What follows belongs to an exercise in optimizing a design on an open flow for small area; a production flow would make more cautious choices. At most, simulation tests tie the RTL to the original design; equivalence was not proved. No functional check of the RTL was part of run 4. No activity file was given, so power comes from the tool's default toggle rates.

==> design.v <==
package sepr_pkg;
   localparam int unsigned addr_w = 32;
   localparam int unsigned len_w = 20;
   localparam int unsigned word_bytes = 4;
   localparam logic last_op_read = 1'b0;
   typedef enum logic [2:0] {
      st_idle    = 3'b000,     
      st_rd_ptr  = 3'b001,     
      st_rd_hdr  = 3'b010,     
      st_rd_data = 3'b011,     
      st_updt    = 3'b100      
   } sepr_state_t;
endpackage
import sepr_pkg::*;
module sepr_ctrl_fsm (
   input  logic core_clk,
   input  logic uctl_rst_n,
   input  logic get_rd_ptrs,       
   input  logic wr_addr_en,        
   input  logic hdr_rd,            
   input  logic rd,                
   input  logic updt_rd_buf,       
   input  logic mem_ack,
   input  logic dma_dn,
   input  logic ept_updt_dn,
   input  logic buf_empty_in,      
   output logic rd_ptrs_rcvd,
   output logic buf_empty,
   output logic hdr_rd_dn,
   output logic transfer_dn,
   output logic buf_updt_dn,
   output logic mem_rd,
   output logic dma_start,
   output logic ept_req_data,
   output logic ept_updt_req,
   output logic ld_ptr,            
   output logic ld_hdr,            
   output logic wr_addr_load,      
   output logic xfer_done,         
   output logic xfer_busy          
);
   logic updt_q;                   
   assign ept_req_data = get_rd_ptrs;
   assign ld_ptr       = get_rd_ptrs;
   assign wr_addr_load = get_rd_ptrs & wr_addr_en;
   assign hdr_rd_dn    = mem_ack & mem_rd;
   assign ld_hdr       = hdr_rd_dn;
   assign xfer_done    = transfer_dn;
   always_ff @(posedge core_clk or negedge uctl_rst_n) begin
      if (!uctl_rst_n) begin
         rd_ptrs_rcvd <= 1'b0;
         buf_empty    <= 1'b0;
         mem_rd       <= 1'b0;
         dma_start    <= 1'b0;
         transfer_dn  <= 1'b0;
         ept_updt_req <= 1'b0;
         buf_updt_dn  <= 1'b0;
         updt_q       <= 1'b0;
         xfer_busy    <= 1'b0;
      end else begin
         rd_ptrs_rcvd <= get_rd_ptrs;
         buf_empty    <= get_rd_ptrs & buf_empty_in;
         mem_rd       <= hdr_rd | (mem_rd & ~mem_ack);
         dma_start    <= rd;
         transfer_dn  <= dma_dn;
         ept_updt_req <= (updt_rd_buf & ~updt_q) | (ept_updt_req & ~ept_updt_dn);
         buf_updt_dn  <= ept_updt_dn;
         updt_q       <= updt_rd_buf;
         xfer_busy    <= rd | (xfer_busy & ~transfer_dn);
      end
   end
endmodule
import sepr_pkg::*;
module sepr_ptr_regs (
   input  logic              core_clk,
   input  logic              uctl_rst_n,
   input  logic              ld_ptr,           
   input  logic              ld_hdr,           
   input  logic [addr_w-1:0] ept_start_addr,
   input  logic [addr_w-1:0] ept_end_addr,
   input  logic [addr_w-1:0] ept_rd_ptr,
   input  logic [addr_w-1:0] ept_wr_ptr,
   input  logic              ept_last_op,
   input  logic [addr_w-1:0] mem_rd_data,      
   input  logic              mem_dval,
   output logic [addr_w-1:0] start_addr,
   output logic [addr_w-1:0] end_addr,
   output logic [addr_w-1:0] rd_ptr,
   output logic [addr_w-1:0] rd_ptr_n,         
   output logic [addr_w-1:0] next_rd_ptr,      
   output logic [7:0]        lo_d,             
   output logic              buf_empty         
);
   logic [addr_w-3:0] rd_inc;                  
   logic [addr_w-2:0] rd_inc_c;
   logic              past_end;                
   logic              past_end_q;
   logic              ld_n;                    
   logic              step_wrap;               
   logic              step_keep;               
   logic [addr_w-1:0] start_d, end_d, rd_n_d, rd_step;
   assign ld_n      = ~ld_ptr;
   assign step_wrap = ld_n & ld_hdr & past_end_q;
   assign step_keep = ld_n & ~(ld_hdr & past_end_q);
   assign rd_step   = {rd_inc, rd_ptr[1:0]};
   for (genvar i = 0; i < addr_w; i++) begin : g_next
      sepr_ao22  u_s (.a1(ld_ptr), .a2(ept_start_addr[i]), .b1(ld_n), .b2(start_addr[i]),
                      .y(start_d[i]));
      sepr_ao22  u_e (.a1(ld_ptr), .a2(ept_end_addr[i]), .b1(ld_n), .b2(end_addr[i]),
                      .y(end_d[i]));
      sepr_aoi222 u_r (.a1(ld_ptr), .a2(ept_rd_ptr[i]), .b1(step_wrap), .b2(start_addr[i]),
                       .c1(step_keep), .c2(rd_step[i]), .y(rd_n_d[i]));
   end
   always_ff @(posedge core_clk or negedge uctl_rst_n) begin
      if (!uctl_rst_n) begin
         start_addr <= '0;
         end_addr   <= '0;
      end else begin
         start_addr <= start_d;
         end_addr   <= end_d;
      end
   end
   assign rd_ptr = ~rd_ptr_n;
   sepr_gt u_past_end (.a_n(rd_ptr_n), .b(end_addr), .gt(past_end));
   always_ff @(posedge core_clk) begin
      past_end_q <= past_end;
   end
   assign rd_inc_c[0] = ld_hdr & ~past_end_q;
   for (genvar i = 0; i < addr_w-2; i++) begin : g_inc
      sepr_ha u_ha (.a(rd_ptr[i+2]), .b(rd_inc_c[i]), .s(rd_inc[i]), .co(rd_inc_c[i+1]));
   end
   always_ff @(posedge core_clk or negedge uctl_rst_n) begin
      if (!uctl_rst_n) begin
         rd_ptr_n <= '1;
      end else begin
         rd_ptr_n <= rd_n_d;
      end
   end
   logic [addr_w-1:0] hdr_d;
   for (genvar i = 0; i < addr_w; i++) begin : g_hdr
      sepr_ao22 u_h (.a1(mem_dval), .a2(mem_rd_data[i]), .b1(~mem_dval), .b2(next_rd_ptr[i]),
                     .y(hdr_d[i]));
   end
   always_ff @(posedge core_clk) begin
      next_rd_ptr <= hdr_d;
   end
   assign lo_d = {hdr_d[1:0], ~rd_n_d[1:0], end_d[1:0], start_d[1:0]};
   assign buf_empty = (ept_wr_ptr == ept_rd_ptr) && (ept_last_op == last_op_read);
endmodule
import sepr_pkg::*;
module sepr_xfer_calc (
   input  logic              core_clk,
   input  logic              uctl_rst_n,
   input  logic              wr_addr_load,      
   input  logic              xfer_done,         
   input  logic              xfer_busy,         
   input  logic [addr_w-1:0] start_addr,
   input  logic [addr_w-1:0] end_addr,
   input  logic [addr_w-1:0] rd_ptr,
   input  logic [addr_w-1:0] rd_ptr_n,          
   input  logic [addr_w-1:0] next_rd_ptr,       
   input  logic [7:0]        lo_d,              
   input  logic [addr_w-1:0] cfg_sys_wr_addr,
   output logic [len_w-1:0]  dma_len,
   output logic [addr_w-1:0] sys_wr_addr
);
   localparam int hw = addr_w - 2;    
   localparam int k1 = 8;             
   localparam int k2 = 18;            
   localparam int ks = 18;            
   localparam logic [255:0] tab_ca = 256'hffffffffffffffff0000ffffffffffff00000000ffffffff100031007310ffff;
   localparam logic [255:0] tab_cb = 256'hf731ff73fff7fffffffff731ff73fff7fff7fffff731ff73ffffffffffffffff;
   localparam logic [255:0] tab_cc1 = 256'h000010003100731073100000100031003100731000001000ff73fff7fffff731;
   localparam logic [255:0] tab_cn = 256'hffffffffffffffffffffffffffffffffffffffffffffffff1000310073100000;
   logic [hw-1:0] h_w, r_nw, s_w, e_nw;
   logic [1:0]    h_b, r_b, s_b, e_b;
   logic [7:0]    lo;
   logic          wrap;               
   logic          wrap_q;             
   logic          ysel;               
   logic          ca, cb, cc1, cn;    
   logic [1:0]    len_b;              
   logic [hw-1:0] sel_b, len_f;       
   logic [hw-1:0] a_s, b_ns;          
   logic          a_c1, b_c1, c_c1, a_c2, b_c2, c_c2, s_c1;
   logic          ca1_q, cb1_q, cw0_q, cw1_q, ca2_q, cb2_q, cc2_q, cs_q;
   logic [hw-1:0] sa;                 
   assign h_w  = next_rd_ptr[addr_w-1:2];
   assign r_nw = rd_ptr_n[addr_w-1:2];
   assign s_w  = start_addr[addr_w-1:2];
   assign e_nw = ~end_addr[addr_w-1:2];
   assign h_b  = next_rd_ptr[1:0];
   assign r_b  = rd_ptr[1:0];
   assign s_b  = start_addr[1:0];
   assign e_b  = end_addr[1:0];
   assign lo   = {h_b, r_b, e_b, s_b};
   always_ff @(posedge core_clk) begin
      ca  <= tab_ca[lo_d];            
      cb  <= tab_cb[lo_d];            
      cc1 <= tab_cc1[lo_d];           
      cn  <= tab_cn[lo_d];            
   end
   sepr_gt u_wrap (.a_n(rd_ptr_n), .b(next_rd_ptr), .gt(wrap));
   always_ff @(posedge core_clk) begin
      wrap_q <= wrap;
   end
   assign ysel  = ~xfer_busy | wrap_q;
   assign len_b = wrap_q ? 2'(h_b - r_b + e_b - s_b) : 2'(h_b - r_b);
   assign sel_b[k1-1:0] = ~(b_ns[k1-1:0] & {k1{ysel}});
   sepr_rca #(k1) u_a1 (.a(h_w[k1-1:0]), .b(r_nw[k1-1:0]), .ci(ca), .s(a_s[k1-1:0]), .co(a_c1));
   sepr_rca #(k1) u_b1 (.a(s_w[k1-1:0]), .b(e_nw[k1-1:0]), .ci(~cb), .s(b_ns[k1-1:0]), .co(b_c1));
   sepr_rca #(k1) u_c1 (.a(a_s[k1-1:0]), .b(sel_b[k1-1:0]), .ci(ysel ? cc1 : ~cn),
                        .s(len_f[k1-1:0]), .co(c_c1));
   assign sel_b[k2-1:k1] = ~(b_ns[k2-1:k1] & {(k2-k1){wrap_q}});
   sepr_rca #(k2-k1) u_a2 (.a(h_w[k2-1:k1]), .b(r_nw[k2-1:k1]), .ci(ca1_q),
                           .s(a_s[k2-1:k1]), .co(a_c2));
   sepr_rca #(k2-k1) u_b2 (.a(s_w[k2-1:k1]), .b(e_nw[k2-1:k1]), .ci(cb1_q),
                           .s(b_ns[k2-1:k1]), .co(b_c2));
   sepr_rca #(k2-k1) u_c2 (.a(a_s[k2-1:k1]), .b(sel_b[k2-1:k1]), .ci(wrap_q ? cw1_q : cw0_q),
                           .s(len_f[k2-1:k1]), .co(c_c2));
   assign sel_b[hw-1:k2] = ~(b_ns[hw-1:k2] & {(hw-k2){wrap_q}});
   sepr_rca #(hw-k2) u_a3 (.a(h_w[hw-1:k2]), .b(r_nw[hw-1:k2]), .ci(ca2_q),
                           .s(a_s[hw-1:k2]), .co());
   sepr_rca #(hw-k2) u_b3 (.a(s_w[hw-1:k2]), .b(e_nw[hw-1:k2]), .ci(cb2_q),
                           .s(b_ns[hw-1:k2]), .co());
   sepr_rca #(hw-k2) u_c3 (.a(a_s[hw-1:k2]), .b(sel_b[hw-1:k2]), .ci(cc2_q),
                           .s(len_f[hw-1:k2]), .co());
   assign dma_len = {len_f[len_w-3:0], len_b};
   sepr_rca #(ks) u_s1 (.a(sys_wr_addr[ks+1:2]), .b(len_f[ks-1:0]), .ci(|len_b),
                        .s(sa[ks-1:0]), .co(s_c1));
   sepr_rca #(hw-ks) u_s2 (.a(sys_wr_addr[addr_w-1:ks+2]), .b(len_f[hw-1:ks]), .ci(cs_q),
                           .s(sa[hw-1:ks]), .co());
   always_ff @(posedge core_clk) begin
      ca1_q <= a_c1;
      cb1_q <= b_c1;
      cw1_q <= c_c1;
      cw0_q <= ~cn | (|a_s[k1-1:0]);
      ca2_q <= a_c2;
      cb2_q <= b_c2;
      cc2_q <= c_c2;
      cs_q  <= s_c1;
   end
   logic              sys_keep, sys_step;
   logic [addr_w-1:0] sys_d;
   assign sys_step = ~wr_addr_load & xfer_done;
   assign sys_keep = ~wr_addr_load & ~xfer_done;
   for (genvar i = 0; i < 2; i++) begin : g_sys_b
      sepr_ao22  u_b (.a1(wr_addr_load), .a2(cfg_sys_wr_addr[i]), .b1(~wr_addr_load),
                      .b2(sys_wr_addr[i]), .y(sys_d[i]));
   end
   for (genvar i = 2; i < addr_w; i++) begin : g_sys_w
      sepr_ao222 u_w (.a1(wr_addr_load), .a2(cfg_sys_wr_addr[i]), .b1(sys_step), .b2(sa[i-2]),
                      .c1(sys_keep), .c2(sys_wr_addr[i]), .y(sys_d[i]));
   end
   always_ff @(posedge core_clk or negedge uctl_rst_n) begin
      if (!uctl_rst_n) begin
         sys_wr_addr <= '0;
      end else begin
         sys_wr_addr <= sys_d;
      end
   end
endmodule
module sepr_rca #(parameter int w = 8) (
   input  logic [w-1:0] a,
   input  logic [w-1:0] b,
   input  logic         ci,
   output logic [w-1:0] s,
   output logic         co
);
   logic [w:0] c;
   assign c[0] = ci;
   for (genvar i = 0; i < w; i++) begin : g_fa
      sepr_fa u_fa (.a(a[i]), .b(b[i]), .ci(c[i]), .s(s[i]), .co(c[i+1]));
   end
   assign co = c[w];
endmodule
module sepr_gt (
   input  logic [31:0] a_n,
   input  logic [31:0] b,
   output logic        gt
);
   logic [24:1] c;
   logic [7:0]  g, p;
   logic        gg, pp;
   assign c[1] = b[0] | a_n[0];       
   for (genvar i = 1; i < 24; i++) begin : g_maj
      sepr_maj u_maj (.a(b[i]), .b(a_n[i]), .c(c[i]), .y(c[i+1]));
   end
   assign g = b[31:24] & a_n[31:24];
   assign p = b[31:24] | a_n[31:24];
   always_comb begin
      gg = 1'b0;
      pp = 1'b1;
      for (int i = 0; i < 8; i++) begin
         gg = g[i] | (p[i] & gg);
         pp = pp & p[i];
      end
   end
   assign gt = ~(gg | (pp & c[24]));
endmodule
module sepr_fa (
   input  logic a,
   input  logic b,
   input  logic ci,
   output logic s,
   output logic co
);
   assign {co, s} = a + b + ci;
endmodule
module sepr_ha (
   input  logic a,
   input  logic b,
   output logic s,
   output logic co
);
   assign {co, s} = a + b;
endmodule
module sepr_maj (
   input  logic a,
   input  logic b,
   input  logic c,
   output logic y
);
   assign y = (a & b) | (a & c) | (b & c);
endmodule
module sepr_ao22 (
   input  logic a1,
   input  logic a2,
   input  logic b1,
   input  logic b2,
   output logic y
);
   assign y = (a1 & a2) | (b1 & b2);
endmodule
module sepr_ao222 (
   input  logic a1,
   input  logic a2,
   input  logic b1,
   input  logic b2,
   input  logic c1,
   input  logic c2,
   output logic y
);
   assign y = (a1 & a2) | (b1 & b2) | (c1 & c2);
endmodule
module sepr_aoi222 (
   input  logic a1,
   input  logic a2,
   input  logic b1,
   input  logic b2,
   input  logic c1,
   input  logic c2,
   output logic y
);
   assign y = ~((a1 & a2) | (b1 & b2) | (c1 & c2));
endmodule
import sepr_pkg::*;
module sepr_top (
   input  logic              core_clk,
   input  logic              uctl_rst_n,
   input  logic              get_rd_ptrs,
   input  logic              wr_addr_en,
   input  logic              hdr_rd,
   input  logic              rd,
   input  logic              updt_rd_buf,
   output logic              rd_ptrs_rcvd,
   output logic              buf_empty,
   output logic              hdr_rd_dn,
   output logic              transfer_dn,
   output logic              buf_updt_dn,
   input  logic [addr_w-1:0] mem_rd_data,
   input  logic              mem_ack,
   input  logic              mem_dval,
   output logic [addr_w-1:0] mem_addr,
   output logic              mem_rd,
   input  logic              dma_dn,
   input  logic [addr_w-1:0] cfg_sys_wr_addr,
   output logic              dma_start,
   output logic [addr_w-1:0] dma_laddr,
   output logic [len_w-1:0]  dma_len,
   output logic [addr_w-1:0] dma_ep_start_addr,
   output logic [addr_w-1:0] dma_ep_end_addr,
   output logic [addr_w-1:0] sys_wr_addr,
   input  logic [addr_w-1:0] ept_start_addr,
   input  logic [addr_w-1:0] ept_end_addr,
   input  logic [addr_w-1:0] ept_rd_ptr,
   input  logic [addr_w-1:0] ept_wr_ptr,
   input  logic              ept_last_op,
   input  logic              ept_updt_dn,
   output logic              ept_req_data,
   output logic              ept_updt_req,
   output logic [addr_w-1:0] ept_wr_rd_ptr
);
   logic              ld_ptr;
   logic              ld_hdr;
   logic              wr_addr_load;
   logic              xfer_done;
   logic              xfer_busy;
   logic              ptr_buf_empty;    
   logic [addr_w-1:0] start_addr;
   logic [addr_w-1:0] end_addr;
   logic [addr_w-1:0] rd_ptr;
   logic [addr_w-1:0] rd_ptr_n;
   logic [addr_w-1:0] next_rd_ptr;
   logic [7:0]        lo_d;
   sepr_ctrl_fsm i_ctrl_fsm (
      .core_clk, .uctl_rst_n, .get_rd_ptrs, .wr_addr_en, .hdr_rd, .rd, .updt_rd_buf,
      .mem_ack, .dma_dn, .ept_updt_dn, .buf_empty_in(ptr_buf_empty),
      .rd_ptrs_rcvd, .buf_empty, .hdr_rd_dn, .transfer_dn, .buf_updt_dn,
      .mem_rd, .dma_start, .ept_req_data, .ept_updt_req,
      .ld_ptr, .ld_hdr, .wr_addr_load, .xfer_done, .xfer_busy
   );
   sepr_ptr_regs i_ptr_regs (
      .core_clk, .uctl_rst_n, .ld_ptr, .ld_hdr,
      .ept_start_addr, .ept_end_addr, .ept_rd_ptr, .ept_wr_ptr, .ept_last_op,
      .mem_rd_data, .mem_dval,
      .start_addr, .end_addr, .rd_ptr, .rd_ptr_n, .next_rd_ptr, .lo_d, .buf_empty(ptr_buf_empty)
   );
   sepr_xfer_calc i_xfer_calc (
      .core_clk, .uctl_rst_n, .wr_addr_load, .xfer_done, .xfer_busy,
      .start_addr, .end_addr, .rd_ptr, .rd_ptr_n, .next_rd_ptr, .lo_d, .cfg_sys_wr_addr,
      .dma_len, .sys_wr_addr
   );
   assign mem_addr          = rd_ptr;     
   assign dma_laddr         = rd_ptr;     
   assign dma_ep_start_addr = start_addr;
   assign dma_ep_end_addr   = end_addr;
   assign ept_wr_rd_ptr     = {next_rd_ptr[addr_w-1:2], 2'b00};    
endmodule
==> flow/run.sh <==
#!/bin/bash
# Standard ORFS layout (the standard.sh), with each port buffered by the
# smallest buffer, and a clock tree of clkbuf_8 without dummy loads.
set -euo pipefail
export BUFFER_PORTS_ARGS="-buffer_cell sky130_fd_sc_hd__buf_1"
export CTS_ARGS="-sink_clustering_enable -repair_clock_nets -dont_use_dummy_load -buf_list sky130_fd_sc_hd__clkbuf_8"
bash standard.sh finish > standard_flow.log 2>&1
==> standard.sh <==
#!/bin/bash
# synth_recipe.tcl (not shown) runs the flow's synth.tcl, then flattens the netlist and writes it again
# the make line also repeats each setting of config.mk as NAME=value (left out here)
make -C /OpenROAD-flow-scripts/flow DESIGN_CONFIG=/design/flow/config.mk WORK_HOME=/design/flow/orfs CLKGATE_MAP_FILE= SYNTH_SCRIPT=/design/flow/synth_recipe.tcl "${@:-finish}"
==> config.mk <==
export PLATFORM = sky130hd
export DESIGN_NAME = sepr_top
export DESIGN_NICKNAME = sepr_top
export VERILOG_FILES = /design/flow/design.v
export SDC_FILE = /design/flow/constraint.sdc
export NUM_CORES = 4
export LEC_CHECK = 0
export CAP_MARGIN = 20
export CORE_MARGIN = 2
export CORE_UTILIZATION = 70
export SLEW_MARGIN = 20
export SYNTH_HIERARCHICAL = 1
==> constraint.sdc <==
create_clock -name core_clock -period 10.0 [get_ports {core_clk}]
set_input_delay 2.0000 -clock core_clock [delete_from_list [all_inputs] [get_ports {core_clk}]]
set_output_delay 2.0000 -clock core_clock [all_outputs]
set_load 0.01 [all_outputs]
==> run_results.csv, run 1 <==
group,metric,value,unit
floorplan,ios,425,
clock_network,cts_made_buffers,17,
synthesis,ys_seq_area_share,39.55,%
detailed_routing,wl,36220,um
min_path,holdPathStages,1,
detailed_routing,drtPass1Iterations,9,
clock_network,cts_max_path_buffers,2,
detailed_routing,drc,0,
placed_design,io_buffers,422,
worst_setup_path,cp_data_required_time,10.38,ns
timing,slew_viol_final,0,
pwr,power.density,255.8,mW/mm2
cells_and_area,layout_commonest_cell,"buf_1",
pwr,power_frac_seq,32.1,%
pwr,ir_worst_vdd,0.1441,mV
timing,period_minus_slack,9.664,ns
global_route,antenna_found_initial,4,
cells_and_area,drive_above_1_share,10.00,%
floorplan,fp.dieW,129.9,um
worst_setup_path,critPathMaxStageDelay,0.54,ns
min_path,hold_path_class,"reg2reg",
cells_and_area,area_growth,16.72,%
detailed_routing,ant_nets,0,
floorplan,chipHeight,129.9,um
timing,rsz0062_at_grt,"false",
detailed_routing,num_vias,9557,
worst_setup_path,arrival,10.04,ns
pwr,p_sw_share,43.94,%
synthesis,syn_area,0.01110,mm2
clock_network,clk_pin_slew,0.09,ns
worst_setup_path,critPathKind,"reg2reg",
cells_and_area,register_area,0.004389,mm2
placed_design,gp_congestion,0.9297,
timing,hold_slack,0.4474,ns
clock_network,cts_setup_buffers,0,
cells_and_area,layout_common_cells,"buf_1 (419), fa_1 (111), inv_1 (105), dfrtp_1 (105), a22o_1 (98)",
pwr,finalPower,3.313,mW
floorplan,initial_core_util,70.63,%
clock_network,cts-htree-levels,4,
min_path,min_to,"i_ctrl_fsm.ept_updt_req",
timing,hold_viol_final,0,
cells_and_area,multi_input_area,0.005991,mm2
clock_network,clk_latency,0.49,ns
global_route,first_global_vias,9451,
run_status,status,"finished clean",
placed_design,dp_hpwl,28300,um
cells_and_area,fillers,1004,
timing,setup_viol,0,
worst_setup_path,r2r-end,"i_xfer_calc.sys_wr_addr[19]",
synthesis,synth.distinct_cells,54,
pwr,p_clk_share,11.6,%
pwr,intPower,1.857,mW
min_path,min-delay-start,"i_ctrl_fsm.updt_q",
worst_setup_path,crit_fanout,4,
clock_network,cts_tree,"yes",
clock_network,cts_root_buf,"clkbuf_8",
timing,skew,0.03537,ns
synthesis,synth_edf_count,0,
cells_and_area,fin_nets,1629,
flow_run,cap_violations,0,
worst_setup_path,crit_path_end_kind,"register",
synthesis,avgSynthCellArea,12.70,um2
placed_design,place_inst,1469,
timing,fin_crit_sh,96.64,%
detailed_routing,drt_iter0_markers,1262,
synthesis,yosysWarningCount,10,
worst_setup_path,crit_slowest_cell,"dfstp_2",
cells_and_area,fin_cells,1491,
clock_network,cts.sinks,183,
detailed_routing,via_per_inst,6.410,
floorplan,fp-row-count,46,
pwr,combPwrFrac,56.3,%
global_route,grt_pass1_wl,52230,um
synthesis,async_reset_ff_share,74.86,%
synthesis,ys_ff_latch,183,
synthesis,syn_inst,874,
floorplan,die-area,0.01688,mm2
timing,clock.fmax,103.5,MHz
synthesis,synth-main-ff-cell,"dfrtp_1",
timing,setup_tns,0,ns
pwr,cellLeakagePower,5.497,nW
detailed_routing,wl_per_cell,24.29,um
timing,worst_slew_pin_slew,1.014,ns
worst_setup_path,ff2ff_path_depth,30,
pwr,switchingPower,1.456,mW
worst_setup_path,rr_startpoint,"i_ptr_regs.rd_ptr_n[0]",
global_route,track_usage,42.62,%
floorplan,core,0.01571,mm2
global_route,grt_max_degree,73,
timing,max_slew_margin,32.25,%
worst_setup_path,ff2ff_setup_slack,0.34,ns
global_route,grt_overflow,0,
worst_setup_path,start_kind,"register",
[final cells by class]
cell class	count	area share (%)
antenna	5	0.09659
clock buffer	17	1.806
inverter	107	3.120
multi-input combinational	533	46.25
sequential	183	33.88
tap	216	2.086
timing repair buffer	430	12.76
[registers in the layout, summed over array words and instances, names as in the netlist, 32 cells and up]
| register | flops |
|---|---|
| i_ptr_regs.rd_ptr_n | 32 |
| i_xfer_calc.sys_wr_addr | 32 |
| i_ptr_regs.start_addr | 32 |
| i_ptr_regs.next_rd_ptr | 32 |
| i_ptr_regs.end_addr | 32 |
[Yosys cell counts (5+ instances only)]
library cell | count | area share [%]
maj3_2 | 47 | 4.8
inv_1 | 106 | 3.6
xor2_1 | 31 | 2.4
dfstp_2 | 32 | 7.6
ha_1 | 33 | 3.7
dfxtp_1 | 46 | 8.3
clkbuf_1 | 5 | 0.17
and3_1 | 5 | 0.28
dfrtp_1 | 105 | 24
a222oi_1 | 62 | 5.6
o21ai_0 | 9 | 0.41
nand2_1 | 38 | 1.3
buf_4 | 45 | 3.0
fa_1 | 120 | 22
nor2_1 | 6 | 0.20
a22o_1 | 98 | 7.7
xnor2_1 | 8 | 0.63
a22oi_1 | 6 | 0.41
o22ai_1 | 6 | 0.34
nor4_1 | 8 | 0.45
[cells by family after synthesis]
group                    Yosys count  share of synthesized area, %
multiplexers                       2                        0.1917
buffers and inverters            159                         6.922
adder cells (fa/ha/maj)          200                         30.14
XOR/XNOR                          39                         3.078
flip-flops                       183                         39.55
AND/OR/NAND/NOR                   81                         3.642
other                              1                       0.03379
AO/OA/AOI/OAI                    209                         16.45
[modules after synthesis, one instance, submodules excluded, a selection]
module / cell area, um2 / cells inside / flip-flops and latches / copies in the design
sepr_xfer_calc: 1795 / 184 / 45 / 1
sepr_ctrl_fsm: 311.5 / 23 / 9 / 1
sepr_ptr_regs: 3657 / 218 / 129 / 1
sepr_fa: 20.02 / 1 / 0 / 120
sepr_gt: 93.84 / 14 / 0 / 2
sepr_aoi222: 10.01 / 1 / 0 / 32
sepr_top: 259.0 / 35 / 0 / 1
sepr_ao222: 13.76 / 2 / 0 / 30
sepr_ha: 12.51 / 1 / 0 / 30
sepr_maj: 11.26 / 1 / 0 / 46
sepr_ao22: 8.758 / 1 / 0 / 98
[critical path: cells and delay by family (launching register included)]
family                     cells  cell delay, ns
xor gates and xnor gates       3            0.47
DFF                            1            0.54
buffers and inverters          3            0.19
adders and majority gates     21            7.79
AOI/OAI and AO/OA              1            0.26
and+or+nand+nor                2            0.31
[what timing repair did]
item                       CTS  global route
setup endpoints to repair    1             1
resized for setup            1             9
hold buffers                 0             0
pin swaps                    0             2
[per-stage QoR]
stage | cell area (um2) | utilization, % | setup slack (ns)
after detailed placement | 12680 | 80.68 | 0.06439
after global placement | 12670 | 80.67 | 0.2646
after CTS | 12910 | 82.19 | 0.07445
after floorplan | 11100 | - | 0.5810
after global routing | 12950 | 82.41 | 0.06655
final | 12950 | 82.44 | 0.3358
[worst max path at each step]
stage	start	end	slack, ns	cells past startpoint
6_report	i_ptr_regs.rd_ptr_n[0]	i_xfer_calc.sys_wr_addr[19]	0.34	30
3_5_place_dp	i_ptr_regs.rd_ptr_n[0]	i_xfer_calc.sys_wr_addr[19]	0.06	30
5_1_grt	i_ptr_regs.rd_ptr_n[0]	i_xfer_calc.sys_wr_addr[19]	0.07	30
3_3_place_gp	i_ptr_regs.rd_ptr_n[0]	i_xfer_calc.sys_wr_addr[19]	0.26	30
2_1_floorplan	i_ptr_regs.rd_ptr_n[0]	i_xfer_calc.sys_wr_addr[19]	0.58	30
4_1_cts	i_ptr_regs.rd_ptr_n[0]	i_xfer_calc.sys_wr_addr[19]	0.07	30
[power by group through the flow]
stage / Sequential [mW] / Combinational (mW) / Clock (mW)
6_report: 1.06 / 1.86 / 0.384
4_1_cts: 1.06 / 1.79 / 0.385
3_5_place_dp: 1.07 / 1.78 / 0
5_1_grt: 1.09 / 2.03 / 0.415
2_1_floorplan: 1.08 / 1.19 / 0
3_3_place_gp: 1.07 / 1.69 / 0
[routing by layer]
metal | share of wire [%] | track usage, %
met5 | 0 | 0
met4 | 5.4 | 24.10
met3 | 11 | 11.77
met2 | 50 | 69.36
met1 | 34 | 51.79
==> run 2: changes to the inputs <==
--- a/config.mk
+++ b/config.mk
@@ -9,3 +9,3 @@
 export CORE_MARGIN = 2
-export CORE_UTILIZATION = 70
+export CORE_UTILIZATION = 65
 export SLEW_MARGIN = 20
==> run 2 against run 1 <==
Via count fell by 2.8%. Register-to-register slack worse by 0.06 ns. Die area up 7.4%. Critical path depth stayed put. Critical path type unchanged. Highest routed layer unchanged.
==> run_results.csv, run 2 <==
group,metric,value,unit
run_status,status,"finished clean",
placed_design,gp_congestion,0.8922,
worst_setup_path,cpMostUsedCell,"fa_1",
clock_network,cts_made_buffers,17,
cells_and_area,fin_nets,1631,
timing,setup_viol,0,
timing,fin_crit_sh,97.24,%
synthesis,synthTopCellsByArea,"dfrtp_1 (24%), fa_1 (22%), dfxtp_1 (8.3%)",
clock_network,cts-htree-levels,4,
floorplan,fp.dieW,134.7,um
timing,rsz0062_at_grt,"false",
clock_network,cts_max_path_buffers,2,
pwr,combPwrFrac,55.6,%
timing,setup_tns,0,ns
worst_setup_path,ff2ff_path_depth,30,
worst_setup_path,start_kind,"register",
floorplan,ios,425,
pwr,power_frac_seq,32.6,%
detailed_routing,ant_nets,0,
synthesis,syn_inst,874,
global_route,grt_pass1_wl,52670,um
pwr,finalPower,3.261,mW
detailed_routing,wl_per_cell,23.57,um
floorplan,fp-row-count,47,
placed_design,pre_cts_slack,0.001287,ns
placed_design,dp_hpwl,27780,um
worst_setup_path,cp_data_required_time,10.38,ns
synthesis,ys_ff_latch,183,
timing,period_minus_slack,9.724,ns
pwr,intPower,1.839,mW
synthesis,synth_edf_count,0,
min_path,holdPathStages,1,
floorplan,die-area,0.01813,mm2
pwr,ir_worst_vdd,0.1437,mV
worst_setup_path,critPathMaxStageDelay,0.55,ns
timing,slew_viol_final,0,
worst_setup_path,crit_fanout,4,
cells_and_area,layout_commonest_cell,"buf_1",
detailed_routing,drtPass1Iterations,7,
global_route,first_global_vias,9366,
flow_run,cap_violations,0,
synthesis,synth_common_cells,"fa_1 (120), inv_1 (106), dfrtp_1 (105)",
synthesis,avgSynthCellArea,12.70,um2
pwr,cellLeakagePower,5.509,nW
detailed_routing,num_vias,9292,
floorplan,initial_core_util,66.69,%
placed_design,io_buffers,422,
clock_network,cts_tree,"yes",
clock_network,clk_pin_slew,0.11,ns
worst_setup_path,arrival,10.11,ns
cells_and_area,layout_common_cells,"buf_1 (419), fa_1 (114), inv_1 (105), dfrtp_1 (105), a22o_1 (98)",
floorplan,core,0.01664,mm2
worst_setup_path,crit_path_end_kind,"register",
synthesis,syn_area,0.01110,mm2
timing,skew,0.04419,ns
pwr,power.density,251.7,mW/mm2
cells_and_area,drive_above_1_share,9.906,%
clock_network,cts_root_buf,"clkbuf_8",
timing,setup_ws,0.2756,ns
min_path,hold_path_class,"reg2reg",
timing,max_slew_margin,35.00,%
timing,clock.fmax,102.8,MHz
timing,hold_viol_final,0,
synthesis,ys_seq_area_share,39.55,%
synthesis,yosysTopAreaCellShare,23.68,%
worst_setup_path,critPathKind,"reg2reg",
pwr,p_clk_share,11.8,%
synthesis,async_reset_ff_share,74.86,%
clock_network,cts.sinks,183,
pwr,p_sw_share,43.60,%
global_route,grt_max_degree,73,
global_route,grt_overflow,0,
clock_network,clk_latency,0.49,ns
synthesis,synth-main-ff-cell,"dfrtp_1",
cells_and_area,area_growth,16.72,%
synthesis,yosysMostFrequentCell,"fa_1",
timing,worst_slew_pin_slew,0.9728,ns
worst_setup_path,crit_slowest_cell,"dfstp_2",
pwr,switchingPower,1.422,mW
detailed_routing,drc,0,
synthesis,yosysWarningCount,10,
synthesis,synth.distinct_cells,54,
floorplan,chipHeight,134.7,um
global_route,antenna_found_initial,1,
global_route,track_usage,39.26,%
synthesis,yosys.area.top_type,"dfrtp_1",
detailed_routing,wl,35190,um
detailed_routing,drt_iter0_markers,1206,
detailed_routing,via_per_inst,6.224,
worst_setup_path,ff2ff_setup_slack,0.28,ns
run 2: cell types whose count changed in the layout (fill, tap and decap cells not counted), sizes merged:
cell | before | now
buf | 427 | 429
diode | 5 | 1
run 2: worst max-delay path: cells and delay by family (launching register included):
kind	cells	cell delay, ns
AO/OA/AOI/OAI	1	0.22
adder cells (fa/ha/maj)	21	7.89
buffers and inverters	3	0.20
XOR/XNOR	3	0.46
flip-flops	1	0.55
AND/OR/NAND/NOR	2	0.31
run 2: stage by stage:
| stage | cell area (um2) | hold slack, ns | util [%] | instances |
|---|---|---|---|---|
| finish | 12950 | 0.4180 | 77.84 | 1493 |
| global route | 12950 | 0.4456 | 77.84 | 1493 |
| CTS | 12930 | 0.4162 | 77.70 | 1492 |
| detailed placement | 12690 | 0.4014 | 76.28 | 1475 |
| global placement | 12690 | 0.4165 | 76.28 | 1475 |
| floorplan | 11100 | 0.3705 | - | 875 |
run 2: layout make-up:
type                       count  area (um2)
antenna                        1       2.502
clock buffer                  17       234.0
fill                        1169        3689
inverter                     107       401.6
multi-input combinational    533        5983
sequential                   183        4389
tap                          220       275.3
timing repair buffer         432        1668
run 2: cells by family (layout without fill, tap and decap cells):
kind of cell               after synthesis  in the layout  synth area share (%)
muxes                                    2              2                0.1917
buffers and inverters                  159            556                 6.922
other                                    1              3               0.03379
and+or+nand+nor                         81             81                 3.642
adders and majority gates              200            200                 30.14
DFF                                    183            183                 39.55
AOI/OAI and AO/OA                      209            209                 16.45
xor gates and xnor gates                39             39                 3.078
run 2: final timing paths:
check                                       start                           to
min                                i_xfer_calc.cn            i_xfer_calc.cw0_q
min in group asynchronous              uctl_rst_n            i_ctrl_fsm.updt_q
max in group asynchronous              uctl_rst_n         i_ctrl_fsm.xfer_busy
max reg2reg                i_ptr_regs.rd_ptr_n[0]  i_xfer_calc.sys_wr_addr[19]
max                        i_ptr_regs.rd_ptr_n[0]  i_xfer_calc.sys_wr_addr[19]
min reg2reg                        i_xfer_calc.cn            i_xfer_calc.cw0_q
run 2: modules after synthesis (local to each module, per instance), a selection:
module          flops+latches  cells inside  cell area [um2]  times used
sepr_ptr_regs             129           218             3657           1
sepr_aoi222                 0             1            10.01          32
sepr_fa                     0             1            20.02         120
sepr_gt                     0            14            93.84           2
sepr_ha                     0             1            12.51          30
sepr_maj                    0             1            11.26          46
sepr_ao222                  0             2            13.76          30
sepr_ctrl_fsm               9            23            311.5           1
sepr_xfer_calc             45           184             1795           1
sepr_top                    0            35            259.0           1
sepr_ao22                   0             1            8.758          98
run 2: repair_timing:
item,in CTS,in global routing
hold endpoints to repair,0,0
hold buffers,0,0
endpoints found under the setup margin,1,1
buffers inserted,0,0
gates resized for setup,1,6
run 2: metal layers:
metal  track usage (%)  up-vias  wire [um]
met5                 0        -          0
met4             17.89        0       1643
met3             9.497      115       3695
met2             64.61      630      17260
met1             49.69     4620      12590
li1                  -     3927          -
run 2: power by group through the flow:
stage,Combinational [mW],Sequential [mW],Clock (mW)
finish,1.81,1.06,0.386
global route,2.01,1.08,0.410
CTS,1.79,1.06,0.389
detailed placement,1.77,1.07,0
global placement,1.70,1.07,0
floorplan,1.19,1.08,0
==> run 3: changes to the inputs <==
--- a/config.mk
+++ b/config.mk
@@ -9,3 +9,3 @@
 export CORE_MARGIN = 2
-export CORE_UTILIZATION = 65
+export CORE_UTILIZATION = 58
 export SLEW_MARGIN = 20
==> run 3 against run 2 <==
Sequential power is essentially flat. Sequential cell count stayed put. Utilization decreased by 8.7 points. Critical path type unchanged.
==> run_results.csv, run 3 <==
group,metric,value,unit
synthesis,synth.area.mux_share,0.1917,%
cells_and_area,design_area,0.01297,mm2
clock_network,cts-htree-levels,4,
floorplan,initial_core_util,59.13,%
cells_and_area,drive_above_1_share,9.898,%
worst_setup_path,arrival,10.02,ns
clock_network,cts.sinks,183,
pwr,p_clk_share,11.9,%
global_route,first_global_vias,9006,
worst_setup_path,start_kind,"register",
floorplan,ios,425,
synthesis,syn_area,0.01110,mm2
detailed_routing,drt_iter0_markers,948,
placed_design,io_buffers,422,
synthesis,synth_top_family_by_area,"adder cells",
synthesis,synth-xor-area-share,3.078,%
cells_and_area,layout_commonest_cell,"buf_1",
pwr,cellLeakagePower,5.510,nW
worst_setup_path,cp.depth,30,
detailed_routing,wl_per_cell,23.63,um
cells_and_area,antenna_cells,0,
clock_network,clk_pin_slew,0.10,ns
min_path,holdPathStages,1,
synthesis,synth_edf_count,0,
synthesis,ys_ff_latch,183,
synthesis,ys_seq_area_share,39.55,%
worst_setup_path,cpMostUsedCell,"fa_1",
timing,clock.fmax,103.5,MHz
worst_setup_path,ff2ff_path_depth,30,
global_route,track_usage,35.33,%
flow_run,cap_violations,0,
pwr,power_frac_seq,32.6,%
detailed_routing,drc,0,
global_route,grt_overflow,0,
pwr,intPower,1.839,mW
detailed_routing,via_per_inst,6.114,
timing,rsz0062_at_grt,"false",
global_route,grt_pass1_wl,52550,um
placed_design,dp_hpwl,28140,um
pwr,ir_worst_vdd,0.1121,mV
synthesis,yosysWarningCount,10,
worst_setup_path,cp_data_required_time,10.36,ns
timing,period_minus_slack,9.665,ns
synthesis,async_reset_ff_share,74.86,%
clock_network,cts_made_buffers,17,
detailed_routing,num_vias,9214,
clock_network,cts_tree,"yes",
clock_network,cts_max_path_buffers,2,
pwr,switchingPower,1.416,mW
timing,hold_viol_final,0,
timing,max_slew_margin,35.21,%
floorplan,fp-row-count,50,
worst_setup_path,crit_family,"adder cells",
cells_and_area,layout_common_cells,"buf_1 (419), fa_1 (114), inv_1 (105), dfrtp_1 (105), a22o_1 (98)",
synthesis,synth_common_cells,"fa_1 (120), inv_1 (106), dfrtp_1 (105)",
global_route,antenna_found_initial,1,
cells_and_area,area_growth,16.85,%
synthesis,syn_inst,874,
detailed_routing,wl,35610,um
min_path,hold_path_class,"reg2reg",
clock_network,cts_root_buf,"clkbuf_8",
timing,setup_tns,0,ns
worst_setup_path,crit_slowest_cell,"dfstp_2",
synthesis,avgSynthCellArea,12.70,um2
worst_setup_path,crit_fanout,4,
synthesis,synthTopCellsByArea,"dfrtp_1 (24%), fa_1 (22%), dfxtp_1 (8.3%)",
pwr,p_sw_share,43.51,%
global_route,grt_max_degree,65,
synthesis,yosys.area.top_type,"dfrtp_1",
synthesis,synth.distinct_cells,54,
cells_and_area,fillers,1531,
placed_design,gp_congestion,0.9599,
detailed_routing,drtPass1Iterations,8,
placed_design,place_area,0.01272,mm2
run_status,status,"finished clean",
timing,setup_viol,0,
pwr,combPwrFrac,55.5,%
worst_setup_path,worst-path-buf-inv,3,
clock_network,clk_latency,0.47,ns
synthesis,yosys.area_share.simple,3.641,%
clock_network,cts_setup_buffers,0,
synthesis,yosysMostFrequentCell,"fa_1",
timing,fin_crit_sh,96.65,%
floorplan,die-area,0.02026,mm2
timing,worst_slew_pin_slew,0.9697,ns
floorplan,chipHeight,142.3,um
pwr,power.density,251.0,mW/mm2
cells_and_area,fin_nets,1632,
detailed_routing,ant_nets,0,
timing,slew_viol_final,0,
synthesis,synthAdderAreaFrac,30.14,%
floorplan,core,0.01877,mm2
synthesis,synth-main-ff-cell,"dfrtp_1",
worst_setup_path,critPathKind,"reg2reg",
synthesis,yosysTopAreaCellShare,23.68,%
worst_setup_path,critPathMaxStageDelay,0.54,ns
worst_setup_path,crit_path_end_kind,"register",
timing,skew,0.03672,ns
synthesis,synth_compound_area_share,16.45,%
floorplan,fp.dieW,142.3,um
[run 3: cell counts after synthesis]
No cell type changed its count.
[run 3: power groups by stage]
stage	Clock, mW	Sequential (mW)	Combinational [mW]
3_5_place_dp	0	1.07	1.78
5_1_grt	0.418	1.08	2.04
2_1_floorplan	0	1.08	1.19
4_1_cts	0.393	1.06	1.79
3_3_place_gp	0	1.07	1.73
6_report	0.387	1.06	1.81
[run 3: worst paths after layout]
| path | from | endpoint | slack (ns) |
|---|---|---|---|
| setup reg to reg | i_ptr_regs.rd_ptr_n[0] | i_xfer_calc.sys_wr_addr[19] | 0.33 |
| hold / removal | i_xfer_calc.cn | i_xfer_calc.cw0_q | 0.41 |
| min in group asynchronous | uctl_rst_n | i_ctrl_fsm.updt_q | 1.58 |
| hold reg to reg | i_xfer_calc.cn | i_xfer_calc.cw0_q | 0.41 |
| setup / recovery | i_ptr_regs.rd_ptr_n[0] | i_xfer_calc.sys_wr_addr[19] | 0.33 |
| max in group asynchronous | uctl_rst_n | i_ptr_regs.rd_ptr_n[15] | 6.68 |
[run 3: routing by layer]
layer | track usage [%] | routed length, um | vias up
met5 | 0 | 13 | -
met4 | 16.78 | 1599 | 2
met3 | 7.369 | 3171 | 95
met2 | 56.98 | 17360 | 563
met1 | 46.19 | 13470 | 4618
li1 | - | - | 3936
[run 3: cell type report]
class	count	area [um2]	share of cell area, %
Multi-Input combinational cell	533	5976	46.08
Sequential cell	183	4389	33.84
Timing Repair Buffer	433	1675	12.92
Inverter	107	401.6	3.097
Tap cell	234	292.8	2.258
Clock buffer	17	234.0	1.804
[run 3: kinds of logic after synthesis]
group / count (synthesis)
AO/OA/AOI/OAI: 209
XOR/XNOR: 39
adder cells (fa/ha/maj): 200
buffers and inverters: 159
flip-flops: 183
multiplexers: 2
other: 1
AND/OR/NAND/NOR: 81
[run 3: stage by stage]
step	utilization [%]	hold WS [ns]	cells	setup WS (ns)	power, mW
2_1_floorplan	-	0.3705	875	0.5810	2.266
3_3_place_gp	67.77	0.3934	1490	0.2174	2.798
3_5_place_dp	67.77	0.3953	1490	0.07172	2.854
4_1_cts	69.02	0.4129	1507	0.04085	3.249
5_1_grt	69.10	0.4276	1507	0.03077	3.545
6_report	69.10	0.4088	1507	0.3346	3.255
[run 3: per-module statistics from Yosys, one instance, submodules excluded, a selection]
module          flops+latches  cell area [um2]
sepr_aoi222                 0            10.01
sepr_ao22                   0            8.758
sepr_top                    0            259.0
sepr_ctrl_fsm               9            311.5
sepr_maj                    0            11.26
sepr_ha                     0            12.51
sepr_ao222                  0            13.76
sepr_ptr_regs             129             3657
sepr_xfer_calc             45             1795
sepr_gt                     0            93.84
sepr_fa                     0            20.02
[run 3: worst register-to-register path, delay by kind of cell, from the launching register on]
kind / cells / cell delay (ns)
AO/OA/AOI/OAI: 1 / 0.23
adder cells (fa/ha/maj): 21 / 7.82
AND/OR/NAND/NOR: 2 / 0.32
XOR/XNOR: 3 / 0.48
flip-flops: 1 / 0.54
buffers and inverters: 3 / 0.19
[run 3: what timing repair did]
| item | in CTS | in global routing |
|---|---|---|
| resized for setup | 0 | 6 |
| setup endpoints to repair | 0 | 1 |
| hold buffers | 0 | 0 |
==> run 4: changes to the inputs <==
--- a/design.v
+++ b/design.v
@@ -170,6 +170,6 @@
    localparam int ks = 18;            
-   localparam logic [255:0] tab_ca = 256'hffffffffffffffff0000ffffffffffff00000000ffffffff100031007310ffff;
-   localparam logic [255:0] tab_cb = 256'hf731ff73fff7fffffffff731ff73fff7fff7fffff731ff73ffffffffffffffff;
-   localparam logic [255:0] tab_cc1 = 256'h000010003100731073100000100031003100731000001000ff73fff7fffff731;
-   localparam logic [255:0] tab_cn = 256'hffffffffffffffffffffffffffffffffffffffffffffffff1000310073100000;
+   localparam logic [255:0] tab_ca = 256'hffffffffffffffff0000ffffffffffff00000000ffffffffffffffffffffffff;
+   localparam logic [255:0] tab_cb = 256'h000010003100731073100000100031003100731000001000100031007310f731;
+   localparam logic [255:0] tab_cc1 = 256'hf731ff73fff7fffffffff731ff73fff7fff7fffff731ff73ff73fff7ffffffff;
+   localparam logic [255:0] tab_cn = 256'hffffffffffffffffffffffffffffffffffffffffffffffffffffffffffff0000;
    logic [hw-1:0] h_w, r_nw, s_w, e_nw;
==> run 4 against run 3 <==
Critical path type unchanged. Power shrank 0.46%. Sequential share of layout area fell by 0.059 points. Global-route usage is 0.28 points lower. Largest cell class unchanged. Utilization grew 0.35 points.
==> run_results.csv, run 4 <==
group,metric,value,unit
floorplan,die-area,0.02021,mm2
min_path,hold_path_class,"reg2reg",
flow_run,cap_violations,0,
cells_and_area,layout_common_cells,"buf_1 (419), fa_1 (114), inv_1 (105), dfrtp_1 (105), a22o_1 (98)",
timing,period_minus_slack,9.763,ns
placed_design,dp_hpwl,27620,um
synthesis,synth.distinct_cells,48,
global_route,grt_overflow,0,
clock_network,cts_max_path_buffers,2,
global_route,first_global_vias,8962,
detailed_routing,drc,0,
synthesis,synthTopCellsByArea,"dfrtp_1 (24%), fa_1 (22%), dfxtp_1 (8.3%)",
synthesis,ys_ff_latch,183,
synthesis,yosysTopAreaCellShare,23.73,%
timing,fin_crit_sh,97.63,%
worst_setup_path,start_kind,"register",
detailed_routing,num_vias,9060,
clock_network,cts_root_buf,"clkbuf_8",
timing,slew_viol_final,0,
global_route,grt_max_degree,78,
synthesis,avgSynthCellArea,12.71,um2
detailed_routing,drtPass1Iterations,8,
detailed_routing,highest_layer,"met4",
run_status,status,"finished clean",
worst_setup_path,critPathMaxStageDelay,0.54,ns
pwr,p_sw_share,43.29,%
cells_and_area,design_area,0.01299,mm2
cells_and_area,drive_above_1_share,10.29,%
worst_setup_path,crit_fanout,4,
clock_network,cts_made_buffers,17,
cells_and_area,area_growth,17.35,%
worst_setup_path,crit_slowest_cell,"dfstp_2",
timing,setup_viol,0,
cells_and_area,layout_commonest_cell,"buf_1",
synthesis,synth_edf_count,0,
synthesis,synth_common_cells,"fa_1 (120), inv_1 (106), dfrtp_1 (105)",
pwr,power.density,249.4,mW/mm2
clock_network,cts_tree,"yes",
worst_setup_path,crit_path_end_kind,"register",
clock_network,cts-htree-levels,4,
detailed_routing,wl_met2,17630,um
worst_setup_path,critPathKind,"reg2reg",
floorplan,ios,425,
detailed_routing,via_per_inst,6.000,
global_route,antenna_found_initial,3,
floorplan,fp-row-count,50,
global_route,grt_pass1_wl,52180,um
detailed_routing,wl_per_cell,23.35,um
synthesis,synth-main-ff-cell,"dfrtp_1",
timing,clock.fmax,102.4,MHz
worst_setup_path,arrival,10.12,ns
pwr,combPwrFrac,55.4,%
synthesis,syn_inst,871,
worst_setup_path,crit_family,"adder cells",
synthesis,yosysMostFrequentCell,"fa_1",
synthesis,async_reset_ff_share,74.86,%
floorplan,core,0.01871,mm2
timing,rsz0062_at_grt,"false",
clock_network,cts_setup_buffers,0,
clock_network,clk_pin_slew,0.10,ns
floorplan,chipHeight,142.2,um
pwr,cellLeakagePower,5.517,nW
placed_design,place_area,0.01270,mm2
synthesis,yosysWarningCount,10,
clock_network,cts-hold-fix-buffers,0,
pwr,p_clk_share,12.0,%
floorplan,fp.dieW,142.2,um
placed_design,gp_congestion,0.9616,
pwr,finalPower,3.240,mW
detailed_routing,drt_iter0_markers,904,
global_route,track_usage,35.06,%
floorplan,initial_core_util,59.18,%
synthesis,syn_area,0.01107,mm2
pwr,intPower,1.837,mW
detailed_routing,wl,35270,um
worst_setup_path,cp_data_required_time,10.36,ns
cells_and_area,fin_nets,1632,
timing,skew,0.03775,ns
detailed_routing,wl_met3,3270,um
synthesis,ys_seq_area_share,39.65,%
timing,setup_tns,0,ns
timing,worst_slew_pin_slew,1.005,ns
worst_setup_path,cpMostUsedCell,"fa_1",
clock_network,clk_latency,0.47,ns
timing,max_slew_margin,32.84,%
timing,hold_viol_final,0,
pwr,power_frac_seq,32.6,%
clock_network,cts.sinks,183,
worst_setup_path,worst-path-buf-inv,3,
pwr,ir_worst_vdd,0.1309,mV
detailed_routing,wl_met1,13140,um
pwr,switchingPower,1.402,mW
placed_design,io_buffers,422,
detailed_routing,ant_nets,0,
clock_network,post_cts_resized,1,
synthesis,yosys.area.top_type,"dfrtp_1",
## run 4: worst paths after layout
kind	depth (start not counted)	to	slack, ns	start
max	30	i_xfer_calc.sys_wr_addr[19]	0.24	i_ptr_regs.rd_ptr_n[0]
min	1	i_xfer_calc.cw0_q	0.42	i_xfer_calc.cn
max reg2reg	30	i_xfer_calc.sys_wr_addr[19]	0.24	i_ptr_regs.rd_ptr_n[0]
min reg2reg	1	i_xfer_calc.cw0_q	0.42	i_xfer_calc.cn
max in group asynchronous	3	i_ptr_regs.rd_ptr_n[25]	7.06	uctl_rst_n
min in group asynchronous	1	i_ctrl_fsm.updt_q	1.66	uctl_rst_n
## run 4: worst reg2reg max path, delay by kind of cell (launching register included)
kind            cells  cell delay (ns)
xor+xnor            3             0.51
compound gates      1             0.21
simple gates        2             0.41
buf+inv             3             0.18
flops               1             0.54
fa+ha+maj          21             7.85
## run 4: cells by family after synthesis
logic type               after synthesis  share of synthesized area (%)
AO/OA/AOI/OAI                        209                          16.46
adder cells (fa/ha/maj)              199                          30.11
flip-flops                           183                          39.65
buffers and inverters                157                          6.872
AND/OR/NAND/NOR                       83                          3.775
XOR/XNOR                              38                          3.006
other                                  1                        0.03387
multiplexers                           1                         0.1017
## run 4: metrics by stage
stage | hold WS (ns) | cells | util [%] | worst slack, ns
final | 0.4211 | 1510 | 69.45 | 0.2367
after global routing | 0.4574 | 1510 | 69.45 | 0.04214
after CTS | 0.4215 | 1506 | 69.18 | 0.0005924
after detailed placement | 0.4095 | 1489 | 67.89 | 0.06100
after global placement | 0.4122 | 1489 | 67.89 | 0.1453
after floorplan | 0.3672 | 872 | - | 0.5272
## run 4: modules after synthesis (local to each module, per instance), a selection
module	copies in the design	cell area, um2	cells
sepr_ptr_regs	1	3657	218
sepr_ctrl_fsm	1	311.5	23
sepr_top	1	259.0	35
sepr_gt	2	93.84	14
sepr_fa	120	20.02	1
sepr_ao222	30	13.76	2
sepr_ha	30	12.51	1
sepr_maj	46	11.26	1
sepr_aoi222	32	10.01	1
sepr_ao22	98	8.758	1
## run 4: area by class of cell
class / instances / area [um2]
clock buffer: 17 / 234.0
tap: 234 / 292.8
sequential: 183 / 4389
multi-input combinational: 532 / 5963
antenna: 3 / 7.507
inverter: 107 / 401.6
fill: 1499 / 5714
timing repair buffer: 434 / 1703
## run 4: routing by layer
layer / track usage (%) / vias up
li1: - / 3923
met1: 44.45 / 4563
met2: 58.10 / 508
met3: 8.513 / 66
met4: 14.58 / 0
met5: 0 / -
## run 4: power groups by stage
stage | logic [mW] | clock network (mW) | registers, mW
after global routing | 2.01 | 0.422 | 1.08
after floorplan | 1.18 | 0 | 1.08
after CTS | 1.77 | 0.398 | 1.06
after detailed placement | 1.76 | 0 | 1.07
after global placement | 1.71 | 0 | 1.07
final | 1.79 | 0.388 | 1.06

-- what the ideal ports hide --
In the flow no input, the clock included, has a driving cell. The finished layouts below were timed again as built, in two steps.
Step 1, drivers: a clkbuf_16 drives core_clk and a buf_2 each remaining input, both assumed.
Step 2 also shifts input and output timing later by t, the mid clock arrival at the registers, as if the neighbouring blocks saw the same clock.
Slacks: ideal / step 1 / step 2; pairs: ideal / step 1.
run | t (ns) | slack for setup (ns) | worst hold slack (ns)
run 1 | 0.518 | 0.336 / 0.336 / 0.336 | 0.447 / 0.447 / 0.447
run 2 | 0.513 | 0.276 / 0.276 / 0.276 | 0.418 / 0.418 / 0.418
run 3 | 0.492 | 0.335 / 0.335 / 0.335 | 0.409 / 0.409 / 0.409
run 4 | 0.497 | 0.237 / 0.237 / 0.237 | 0.421 / 0.421 / 0.421
After both steps every run listed still meets setup and hold.
